What follows belongs to an exercise in optimizing a design on an open flow for small area, a short achievable clock period and few clock cycles; a production flow would make more cautious choices.
The RTL was checked by simulation tests, not by an equivalence proof against the original design.

// circle_boundary_link_fraction_unit
module circle_boundary_link_fraction_unit #(
	parameter int FRAC_BITS = cblf_pkg::FRAC_BITS_DEF
) (
	input  logic                           clk,
	input  logic                           arst_n,
	input  logic                           cfg_valid,
	output logic                           cfg_ready,
	input  logic [1:0]                     cfg_index,
	input  logic [11:0]                    cfg_data,
	input  logic                           in_valid,
	output logic                           in_ready,
	input  logic signed [cblf_pkg::CW-1:0] point_x,
	input  logic signed [cblf_pkg::CW-1:0] point_y,
	output logic                           out_valid,
	input  logic                           out_ready,
	output logic [cblf_pkg::DW-1:0]        link_dir,
	output logic [cblf_pkg::DW-1:0]        back_dir,
	output logic [cblf_pkg::OW-1:0]        fluid_x,
	output logic [cblf_pkg::OW-1:0]        fluid_y,
	output logic [cblf_pkg::OW-1:0]        solid_x,
	output logic [cblf_pkg::OW-1:0]        solid_y,
	output logic [cblf_pkg::OW-1:0]        far_x,
	output logic [cblf_pkg::OW-1:0]        far_y,
	output logic [cblf_pkg::FW-1:0]        wall_fraction,
	output logic                           last
);
Size: roughly 6600 cells after synthesis, roughly 1100 flip-flops, roughly 160 I/O pins.
export LEC_CHECK = 0
export CAP_MARGIN = 20
export CORE_MARGIN = 2
export CORE_UTILIZATION = 35
export PLACE_DENSITY = 0.6
export SLEW_MARGIN = 20
create_clock -name core_clock -period 22.0 [get_ports {clk}]
run.sh (not shown) runs the stock make flow with config.mk's settings and CLKGATE_MAP_FILE= SYNTH_SCRIPT=/design/flow/synth_recipe.tcl, a recipe that flattens the netlist after the stock synthesis.
Testbench counts at the start, summed over its fixed seeds: cycles 8,852.
Then changed:
--- a/flow/design.v
+++ b/flow/design.v
@@ -248,21 +248,21 @@
 		assign tau = TW'({mq, ~w_i[14-J:0], 2'b11});
 	end
 	assign diff  = s4 - tau;
 	assign take  = !diff[TW-1];
 	assign sig_o = 32'(take ? diff[28-J:0] : s4[28-J:0]);
 	assign w_o   = {w_i[14:0], take};
 endmodule
 `timescale 1ns / 1ps
 module cblf_frac #(
 	parameter int          TD    = 4,                         
-	parameter logic [15:0] SPLIT = 16'b1010_1010_1010_1010    
+	parameter logic [15:0] SPLIT = 16'b0101_0101_0101_0100    
 ) (
 	input  logic               clk,
 	input  logic               arst_n,
 	input  logic               lk_valid,
 	input  logic [2:0]         lk_k,
 	input  logic               lk_last,
 	input  logic               lk_first,   
 	input  logic               lk_take,    
 	output logic               tag_full,
 	input  logic signed [11:0] lk_x,
@@ -315,40 +315,39 @@
 	logic        wh  [17];
 	logic [31:0] sg  [17];
 	logic [15:0] w   [17];
 	logic        fl  [17];
 	logic [2:0]  kk  [17];
 	logic        ls  [17];
 	logic [31:0] sgn [16];
 	logic [15:0] wn  [16];
 	logic [16:0] vbusy;
 	logic        s0_v, s0_wh, s0_fl, s0_ls;
-	logic [11:0] s0_mq0, s0_mq0m;
+	logic [11:0] s0_mq;
 	logic [12:0] s0_sig;
 	logic [2:0]  s0_k;
 	always_ff @(posedge clk or negedge arst_n) begin
 		if (!arst_n) s0_v <= 1'b0;
 		else if (!stall) s0_v <= lk_take;
 	end
 	always_ff @(posedge clk) begin
 		if (!stall) begin
-			s0_mq0  <= mq0;
-			s0_mq0m <= mq0m;
+			s0_mq   <= wh0 ? mq0m : mq0;
 			s0_wh   <= wh0;
 			s0_sig  <= sig0;
 			s0_fl   <= full0;
 			s0_k    <= lk_k;
 			s0_ls   <= lk_last;
 		end
 	end
 	assign v[16]  = s0_v;
-	assign m[16]  = s0_wh ? s0_mq0m : s0_mq0;
+	assign m[16]  = s0_mq;
 	assign wh[16] = s0_wh;
 	assign sg[16] = 32'(s0_sig);
 	assign fl[16] = s0_fl;
 	assign kk[16] = s0_k;
 	assign ls[16] = s0_ls;
 	assign vbusy[16] = s0_v;
 	assign w[16] = '0;
 	for (genvar j = 15; j >= 0; j--) begin : g_it
 		cblf_isqrt #(.J(j)) u_step (
 			.mq(m[j+1]), .sig_i(sg[j+1]), .w_i(w[j+1]), .sig_o(sgn[j]), .w_o(wn[j])
Maximum frequency drops by 4.3%.
Worst setup slack gets worse by 300 ps.
First-iteration DRC count increases by 2.5%.
Testbench counts after the change, summed over its fixed seeds: cycles 8,803.

[separate check: timing with driven ports]
No port has a modelled driver above. Below, the same layouts with a new extraction and two added sets of constraints. Step 1 (the two cells are an assumption about what drives the block):
set clk [get_ports {clk}]
set_driving_cell -lib_cell sky130_fd_sc_hd__clkbuf_16 $clk
set_driving_cell -lib_cell sky130_fd_sc_hd__buf_2 [delete_from_list [all_inputs] $clk]
Step 2 moves the port delays by t, midway between the first and last clock arrival at a register: inputs arrive t later, outputs are due t later. That takes back most of the time a late clock gives input paths. Slacks: ideal / step 1 / step 2; pairs: ideal / step 1.
| run | t, ns | setup slack, ns | worst hold slack (ns) | worst setup path at the end | cell pins on the clock port's net |
|---|---|---|---|---|---|
| the first run | 0.825 | 15.383 / 15.383 / 15.038 | 0.330 / 0.330 / 0.330 | input to register | 1 |
| the second run | 0.798 | 15.083 / 15.083 / 14.932 | 0.385 / 0.385 / 0.385 | input to register | 1 |
After both steps setup and hold are still met in every run listed. The setup slack of the first run, which loses most, moves by 0.000 ns with the drivers and by -0.345 ns with both steps.
